Source: an optimization exercise on an open RTL-to-GDS flow (aim: small area and a short achievable clock period). Production flows keep margins and buffers that such runs may drop. Only simulation tests tie the RTL to the original design; equivalence was not proved. Power and IR drop assume default switching activity.

<file path="flow/constraint.sdc">
create_clock -name core_clock -period 4.0 [get_ports {clk_i}]
set_input_delay 0.8000 -clock core_clock [delete_from_list [all_inputs] [get_ports {clk_i}]]
set_output_delay 0.8000 -clock core_clock [all_outputs]
set_load 0.01 [all_outputs]
</file>
<file path="flow/run.sh">
#!/bin/bash
# synth_recipe.tcl (not shown) runs the flow's synth.tcl, then flattens the netlist and writes it again
# the make line also repeats each setting of config.mk as NAME=value (left out here)
make -C /OpenROAD-flow-scripts/flow DESIGN_CONFIG=/design/flow/config.mk WORK_HOME=/design/flow/orfs CLKGATE_MAP_FILE= SYNTH_SCRIPT=/design/flow/synth_recipe.tcl finish
</file>
<file path="flow/design.v">
package mcdf_core_pkg;
    localparam int unsigned ADDR_WIDTH     = 8;
    localparam int unsigned CMD_DATA_WIDTH = 32;
    localparam int unsigned CH_DATA_WIDTH  = 32;
    localparam int unsigned FIFO_DEPTH     = 32;
    localparam int unsigned NUM_CH         = 3;
    localparam int unsigned CNT_WIDTH      = $clog2(FIFO_DEPTH) + 1;
    localparam int unsigned LEN_WIDTH      = 6;
    localparam int unsigned CHID_WIDTH     = 2;
    localparam int unsigned CTRL_WIDTH     = 6;
    typedef enum logic [1:0] {
        CMD_IDLE  = 2'b00,
        CMD_READ  = 2'b01,
        CMD_WRITE = 2'b10
    } cmd_e;
    localparam logic [ADDR_WIDTH-1:0] ADDR_CTRL_BASE   = 8'h00;
    localparam logic [ADDR_WIDTH-1:0] ADDR_MARGIN_BASE = 8'h10;
    localparam logic [ADDR_WIDTH-1:0] ADDR_STRIDE      = 8'h04;
    localparam logic [CMD_DATA_WIDTH-1:0] CTRL_RST_VAL = 32'h0000_0007;
    typedef struct packed {
        logic [2:0] len_code;
        logic [1:0] prio;
        logic       en;
    } ctrl_reg_t;
    typedef enum logic [1:0] {
        FMT_IDLE,
        FMT_REQ,
        FMT_SEND,
        FMT_GAP
    } fmt_state_e;
    function automatic logic [LEN_WIDTH-1:0] pkt_len(input logic [2:0] code);
        case (code)
            3'd0:    pkt_len = 6'd4;
            3'd1:    pkt_len = 6'd8;
            3'd2:    pkt_len = 6'd16;
            default: pkt_len = 6'd32;
        endcase
    endfunction
    function automatic logic [ADDR_WIDTH-1:0] reg_addr(input logic [ADDR_WIDTH-1:0] base,
                                                       input int unsigned idx);
        reg_addr = base + ADDR_WIDTH'(idx) * ADDR_STRIDE;
    endfunction
endpackage
import mcdf_core_pkg::*;
module chnl_fifo
#(
    parameter int unsigned DEPTH = FIFO_DEPTH,
    parameter int unsigned WIDTH = CH_DATA_WIDTH
) (
    input  logic                     clk_i,
    input  logic                     rstn_i,
    input  logic                     push,
    input  logic                     pop,
    input  logic [WIDTH-1:0]         wdata,
    output logic [WIDTH-1:0]         rdata,
    output logic [$clog2(DEPTH):0]   count,
    output logic                     full,
    output logic                     empty
);
    localparam int unsigned AW = $clog2(DEPTH);
    localparam int unsigned CW = AW + 1;
    logic [WIDTH-1:0] mem [DEPTH];
    logic [AW-1:0]    wr_ptr_q, rd_ptr_q;
    logic [CW-1:0]    count_q;
    logic             do_push_c, do_pop_c;
    assign full      = (count_q == CW'(DEPTH));
    assign empty     = (count_q == '0);
    assign count     = count_q;
    assign rdata     = mem[rd_ptr_q];
    assign do_push_c = push && !full;
    assign do_pop_c  = pop && !empty;
    always_ff @(posedge clk_i) begin
        if (do_push_c) mem[wr_ptr_q] <= wdata;
    end
    always_ff @(posedge clk_i or negedge rstn_i) begin
        if (!rstn_i) begin
            wr_ptr_q <= '0;
            rd_ptr_q <= '0;
            count_q  <= '0;
        end else begin
            if (do_push_c) wr_ptr_q <= wr_ptr_q + AW'(1);
            if (do_pop_c)  rd_ptr_q <= rd_ptr_q + AW'(1);
            case ({do_push_c, do_pop_c})
                2'b10:   count_q <= count_q + CW'(1);
                2'b01:   count_q <= count_q - CW'(1);
                default: count_q <= count_q;
            endcase
        end
    end
endmodule
import mcdf_core_pkg::*;
module multi_chnl_data_fmt
(
    input  logic                      clk_i,
    input  logic                      rstn_i,
    input  logic [1:0]                cmd_i,
    input  logic [ADDR_WIDTH-1:0]     cmd_addr_i,
    input  logic [CMD_DATA_WIDTH-1:0] cmd_data_i,
    output logic [CMD_DATA_WIDTH-1:0] cmd_data_o,
    input  logic [CH_DATA_WIDTH-1:0]  ch0_data_i,
    input  logic [CH_DATA_WIDTH-1:0]  ch1_data_i,
    input  logic [CH_DATA_WIDTH-1:0]  ch2_data_i,
    input  logic                      ch0_vld_i,
    input  logic                      ch1_vld_i,
    input  logic                      ch2_vld_i,
    output logic                      ch0_ready_o,
    output logic                      ch1_ready_o,
    output logic                      ch2_ready_o,
    input  logic                      fmt_grant_i,
    output logic [CHID_WIDTH-1:0]     fmt_chid_o,
    output logic                      fmt_req_o,
    output logic [LEN_WIDTH-1:0]      fmt_length_o,
    output logic [CH_DATA_WIDTH-1:0]  fmt_data_o,
    output logic                      fmt_start_o,
    output logic                      fmt_end_o
);
    logic [CH_DATA_WIDTH-1:0]  ch_data   [NUM_CH];
    logic [CH_DATA_WIDTH-1:0]  fifo_head [NUM_CH];
    logic [CNT_WIDTH-1:0]      fifo_count[NUM_CH];
    logic [NUM_CH-1:0]         ch_vld, ch_ready, ch_req;
    logic [NUM_CH-1:0]         fifo_push, fifo_pop, fifo_full, fifo_empty;
    logic [CTRL_WIDTH-1:0]     ctrl_q    [NUM_CH];   
    logic [CMD_DATA_WIDTH-1:0] rd_data_c, cmd_data_q;
    mcdf_core_pkg::fmt_state_e state_q;
    logic [CHID_WIDTH-1:0]     chid_q, win_chid_c;
    logic [LEN_WIDTH-1:0]      len_q, win_len_c, word_cnt_q;
    logic [1:0]                best_prio_c;
    logic                      win_vld_c, pop_c;
    logic                      fmt_req_q, fmt_start_q, fmt_end_q;
    logic [CH_DATA_WIDTH-1:0]  fmt_data_q, head_c;
    logic                      unused_cmd_bits;
    function automatic logic [LEN_WIDTH-1:0] len_of_code(input logic [2:0] code);
        case (code)
            3'd0:    len_of_code = 6'd4;
            3'd1:    len_of_code = 6'd8;
            3'd2:    len_of_code = 6'd16;
            default: len_of_code = 6'd32;
        endcase
    endfunction
    assign ch_data[0] = ch0_data_i;
    assign ch_data[1] = ch1_data_i;
    assign ch_data[2] = ch2_data_i;
    assign ch_vld  = {ch2_vld_i, ch1_vld_i, ch0_vld_i};
    assign unused_cmd_bits = ^cmd_data_i[CMD_DATA_WIDTH-1:CTRL_WIDTH];
    assign ch0_ready_o  = ch_ready[0];
    assign ch1_ready_o  = ch_ready[1];
    assign ch2_ready_o  = ch_ready[2];
    assign cmd_data_o   = cmd_data_q;
    assign fmt_req_o    = fmt_req_q;
    assign fmt_chid_o   = chid_q;
    assign fmt_length_o = len_q;
    assign fmt_data_o   = fmt_data_q;
    assign fmt_start_o  = fmt_start_q;
    assign fmt_end_o    = fmt_end_q;
    for (genvar i = 0; i < NUM_CH; i++) begin : g_ch
        assign ch_ready[i]  = ctrl_q[i][0] && !fifo_full[i];
        assign fifo_push[i] = ch_vld[i] && ch_ready[i];
        assign fifo_pop[i]  = pop_c && (chid_q == CHID_WIDTH'(i)) && !fifo_empty[i];
        assign ch_req[i]    = ctrl_q[i][0] &&
                              (fifo_count[i] >= CNT_WIDTH'(len_of_code(ctrl_q[i][5:3])));
        chnl_fifo #(.DEPTH(FIFO_DEPTH), .WIDTH(CH_DATA_WIDTH)) u_fifo (
            .clk_i (clk_i),
            .rstn_i(rstn_i),
            .push  (fifo_push[i]),
            .pop   (fifo_pop[i]),
            .wdata (ch_data[i]),
            .rdata (fifo_head[i]),
            .count (fifo_count[i]),
            .full  (fifo_full[i]),
            .empty (fifo_empty[i])
        );
    end
    always_comb begin
        rd_data_c = '0;
        for (int unsigned i = 0; i < NUM_CH; i++) begin
            if (cmd_addr_i == (ADDR_CTRL_BASE + ADDR_WIDTH'(i) * ADDR_STRIDE))
                rd_data_c = CMD_DATA_WIDTH'(ctrl_q[i]);
            if (cmd_addr_i == (ADDR_MARGIN_BASE + ADDR_WIDTH'(i) * ADDR_STRIDE))
                rd_data_c = CMD_DATA_WIDTH'(8'(FIFO_DEPTH - 32'(fifo_count[i])));
        end
    end
    always_ff @(posedge clk_i or negedge rstn_i) begin
        if (!rstn_i) begin
            for (int unsigned i = 0; i < NUM_CH; i++)
                ctrl_q[i] <= CTRL_RST_VAL[CTRL_WIDTH-1:0];
            cmd_data_q <= '0;
        end else begin
            if (cmd_i == CMD_WRITE) begin
                for (int unsigned i = 0; i < NUM_CH; i++)
                    if (cmd_addr_i == (ADDR_CTRL_BASE + ADDR_WIDTH'(i) * ADDR_STRIDE))
                        ctrl_q[i] <= cmd_data_i[CTRL_WIDTH-1:0];
            end
            if (cmd_i == CMD_READ) cmd_data_q <= rd_data_c;
        end
    end
    always_comb begin
        win_vld_c   = 1'b0;
        win_chid_c  = '0;
        win_len_c   = '0;
        best_prio_c = '1;
        for (int unsigned i = 0; i < NUM_CH; i++) begin
            if (ch_req[i] && (!win_vld_c || ctrl_q[i][2:1] < best_prio_c)) begin
                win_vld_c   = 1'b1;
                win_chid_c  = CHID_WIDTH'(i);
                best_prio_c = ctrl_q[i][2:1];
                win_len_c   = len_of_code(ctrl_q[i][5:3]);
            end
        end
    end
    always_comb begin
        head_c = '0;
        for (int unsigned i = 0; i < NUM_CH; i++)
            if (chid_q == CHID_WIDTH'(i)) head_c = fifo_head[i];
    end
    assign pop_c = ((state_q == FMT_REQ) && fmt_grant_i) ||
                   ((state_q == FMT_SEND) && (word_cnt_q < len_q));
    always_ff @(posedge clk_i or negedge rstn_i) begin
        if (!rstn_i) begin
            state_q     <= FMT_IDLE;
            chid_q      <= '0;
            len_q       <= '0;
            word_cnt_q  <= '0;
            fmt_req_q   <= 1'b0;
            fmt_start_q <= 1'b0;
            fmt_end_q   <= 1'b0;
            fmt_data_q  <= '0;
        end else begin
            case (state_q)
                FMT_IDLE: begin
                    if (win_vld_c) begin
                        chid_q    <= win_chid_c;
                        len_q     <= win_len_c;
                        fmt_req_q <= 1'b1;
                        state_q   <= FMT_REQ;
                    end
                end
                FMT_REQ: begin
                    if (fmt_grant_i) begin
                        fmt_req_q   <= 1'b0;
                        fmt_start_q <= 1'b1;
                        fmt_end_q   <= (len_q == LEN_WIDTH'(1));
                        fmt_data_q  <= head_c;
                        word_cnt_q  <= LEN_WIDTH'(1);
                        state_q     <= FMT_SEND;
                    end
                end
                FMT_SEND: begin
                    fmt_start_q <= 1'b0;
                    if (word_cnt_q < len_q) begin
                        fmt_end_q  <= (word_cnt_q == len_q - LEN_WIDTH'(1));
                        fmt_data_q <= head_c;
                        word_cnt_q <= word_cnt_q + LEN_WIDTH'(1);
                    end else begin
                        fmt_end_q  <= 1'b0;
                        fmt_data_q <= '0;
                        state_q    <= FMT_GAP;
                    end
                end
                FMT_GAP:  state_q <= FMT_IDLE;
                default:  state_q <= FMT_IDLE;
            endcase
        end
    end
endmodule
</file>
<file path="flow/config.mk">
export PLATFORM = sky130hd
export DESIGN_NAME = multi_chnl_data_fmt
export DESIGN_NICKNAME = multi_chnl_data_fmt
export VERILOG_FILES = /design/flow/design.v
export SDC_FILE = /design/flow/constraint.sdc
export NUM_CORES = 4
export LEC_CHECK = 0
export CAP_MARGIN = 20
export CORE_MARGIN = 2
export CORE_UTILIZATION = 40
export SLEW_MARGIN = 20
</file>
==> reports/metrics.cfg <==
[setup_path]
worst_ep_required_time_ns = 4.79
critical_path.startpoint_type = flop
arrival_ns = 4.56
worst-setup-path-type = flop to flop
critPathMaxFanout = 10
critPathCaptureType = flop

[synth]
synth_cell_types = 63
synth-seq-cells = 3194
yosysSeqAreaShare_pct = 77.0
synthAdderAreaFrac_pct = 0.614
synth_xor_area_share_pct = 0.410
synth_ff_type = edfxtp_1
syn_area_per_cell_um2 = 21.7
async_flop_share_pct = 3.82
synth_compound_area_share_pct = 3.29
synth-edff-count = 3072
yosys.area.top_type_share_pct = 74.5
syn_inst = 5703
ys_warn_count = 8
yosys.area_share.simple_pct = 1.57
synth_area_mm2 = 0.124
netlist_top_cells_area = edfxtp_1, mux4_2, dfrtp_1, mux2i_1, ha_1
synth_top_family_by_area = multiplexers
synthMuxAreaShare_pct = 15.6
yosys.area.top_type = edfxtp_1

[clocking]
clk_latency_ns = 0.89
ctsRootBufferMaster = clkbuf_16
clock_path_buffers = 4
htree_levels = 5
cts_num_sinks = 3194
numCtsBuffers = 324
cts_tree = built
clkTransAtPathRegs_ns = 0.06

[sta]
max_slew_margin_pct = 22.6
finClkSkew_ns = 0.0793
setup_viol = 0
finalHoldViolations = 0
layout_min_cycle_time_ns = 3.77
period_share_pct = 94.2
max_freq_mhz = 265
rsz0062_at_grt = false
max_slew.worst_pin.slew_ns = 1.16
maxSlewViolCount = 0
worst_slack_ns = 0.232

[floorplan]
die_y_um = 560
core_mm2 = 0.309
fp.dieW_um = 560
row_count = 204
start_util_pct = 40.1
ios = 222
dieArea_mm2 = 0.314

[drt]
vias = 60900
routedWlPerCell_um = 30.0
drc = 0
vias_per_cell = 5.74
wl_met2_mm = 158
drt-pass1-iter-count = 9
first_iter_violations = 6623
wl_met3_mm = 21.5
postRouteAntennaNets = 0
wl_met1_mm = 131
dr.max_layer_used = met5
wl_mm = 318

[global_routing]
grt_pass1_wl_mm = 454
grt_usage_pct = 20.0
grt_pass1_vias = 61900
overflow = 0
grt_max_degree = 72
antenna_found_initial = 43

[placement]
dpl_cell_area_mm2 = 0.134
io_buffers = 169
pre_cts_ws_ns = 0.110
hpwl_mm = 190
globalplace.congestion = 0.796

[cells_and_area]
drive_gt1_share_pct = 27.3
area_growth_pct = 15.9
fill_cells = 25400
mostFrequentLayoutCells = edfxtp_1, mux4_2, clkbuf_16
layout_commonest_cell = edfxtp_1
fin_area_mm2 = 0.144
nets = 6452

[flow_run]
maxCapViolCount = 0

[run_status]
outcome = timing/DRC/antenna clean

[power]
ir_drop_mv = 0.405
p_leak_nw = 44.5
power_per_cell_area_mw_per_mm2 = 535

[worst_hold_path]
worstHoldPathType = primary input to flop

## flip-flops by register name, indices dropped and copies added, names as in the netlist, 6 cells and up
register	cells
word_cnt_q	6
g_ch.u_fifo.wr_ptr_q	15
ctrl_q	18
fmt_data_q	32
g_ch.u_fifo.rd_ptr_q	15
g_ch.u_fifo.mem	3072
g_ch.u_fifo.count_q	18
cmd_data_q	7
## through the flow
stage               setup TNS, ns  power, mW  utilization (%)  cells  hold slack, ns
global placement         -0.00861       48.8             43.4  10000           0.471
finish                          0       76.9             46.5  10600           0.421
CTS                             0       77.7             46.6  10600           0.415
global route                    0       79.3             46.5  10600           0.415
detailed placement              0       49.0             43.4  10000           0.473
floorplan                       0       43.8                -   5728           0.478
## area by class of cell
class | count | area (µm²) | share of cell area, %
antenna | 10 | 25.0 | 0.0174
clock buffer | 390 | 8480 | 5.91
clock inverter | 169 | 1450 | 1.01
inverter | 58 | 218 | 0.152
multi-input combinational | 2142 | 27600 | 19.2
sequential | 3194 | 95300 | 66.4
tap | 4120 | 5150 | 3.59
timing repair buffer | 529 | 5360 | 3.73
## synthesized netlist by cell type (9+ instances only)
| library cell | instances |
|---|---|
| or3_1 | 12 |
| mux4_2 | 731 |
| a211oi_1 | 22 |
| nand2_1 | 114 |
| a22oi_1 | 50 |
| a221oi_1 | 78 |
| edfxtp_1 | 3072 |
| a32o_1 | 17 |
| mux2_2 | 48 |
| a21oi_1 | 91 |
| nand3_1 | 20 |
| o221ai_1 | 76 |
| inv_1 | 58 |
| nor2b_1 | 21 |
| xor2_1 | 24 |
| nor3_1 | 26 |
| clkbuf_1 | 152 |
| buf_2 | 82 |
| o31ai_1 | 16 |
| and2_1 | 13 |
| dfrtp_1 | 113 |
| a22o_1 | 54 |
| o21ai_0 | 90 |
| xnor2_1 | 34 |
| nand2b_1 | 10 |
| mux2i_1 | 235 |
| ha_1 | 56 |
| buf_6 | 9 |
| buf_4 | 69 |
| o21ai_1 | 11 |
| nand3b_1 | 9 |
| o211ai_1 | 12 |
| a31oi_1 | 11 |
| nor2_1 | 152 |
| dfstp_2 | 9 |
| buf_1 | 22 |
| o22ai_1 | 16 |
## routing by layer
metal / vias to the layer above / track usage [%]
met5: - / 0
met4: 16 / 4.89
met3: 503 / 2.92
met2: 2310 / 33.5
met1: 33000 / 27.7
li1: 25100 / -
## worst max-delay path: stages (launching register included)
cell and delay (ns):
dfrtp_1 0.37, or3b_2 0.50, ha_1 0.29, o21ai_0 0.07, a31o_2 0.24, a21o_1 0.17, nor2_1 0.14, ha_1 0.25
a21oi_1 0.18, o21ai_1 0.13, nand2_1 0.09, o21ai_1 0.08, ha_1 0.21, nor2_1 0.09, nand2_1 0.09, o32ai_4 0.42
nor3_1 0.12, o31ai_1 0.23
## logic make-up after synthesis
| family | count (synthesis) |
|---|---|
| other | 1 |
| flip-flops | 3194 |
| buffers and inverters | 392 |
| AND/OR/NAND/NOR | 417 |
| AO/OA/AOI/OAI | 568 |
| XOR/XNOR | 58 |
| multiplexers | 1014 |
| adder cells (fa/ha/maj) | 59 |
## power by group
part           leakage, nW  total, mW  switching (mW)  internal [mW]
logic                 10.5       10.6            6.17           4.40
clock network         4.83       28.8            12.4           16.4
registers             29.2       37.5           0.529           36.9
## worst paths after layout
kind                                start                    endpoint  slack (ns)  depth (start not counted)
max                          ctrl_q[0][5]                    len_q[5]        0.23                         17
min                        ch1_data_i[21]  g_ch[1].u_fifo.mem[10][21]        0.42                          1
max reg2reg                  ctrl_q[0][5]                    len_q[5]        0.23                         17
min reg2reg                 fmt_data_q[0]               fmt_data_q[0]        0.48                          2
max in group asynchronous          rstn_i               fmt_data_q[6]        2.49                          3
min in group asynchronous          rstn_i                    len_q[5]        0.53                          2
## timing repair
item	CTS	global route
hold endpoints to repair	61	0
hold buffers	1	0
buffers inserted	0	0
setup endpoints to repair	0	4
resized for setup	0	3

-- separate check: timing with driven ports --
The results above use ideal ports. As a check the final layout listed here was re-extracted and re-timed, cells and wires unchanged. Step 1: set_driving_cell puts a clkbuf_16 on clk_i and a buf_2 on each other input, an assumption about the parent block. Step 2 times the ports against the registers' clock, not the clock port: input delays grow and output delays shrink by t, the midpoint of the rising clock arrivals with the driver on. Slacks: ideal ports / drivers / drivers and shift; pairs: ideal ports / drivers.
t (ns): 0.949
setup slack, ns: 0.232 / 0.232 / 0.232
hold WS [ns]: 0.421 / 0.386 / 0.481
worst setup path after step 2: register to register
After both steps setup and hold are still met in this run. The setup slack of this run moves by 0.000 ns with the drivers and by 0.000 ns with both steps.
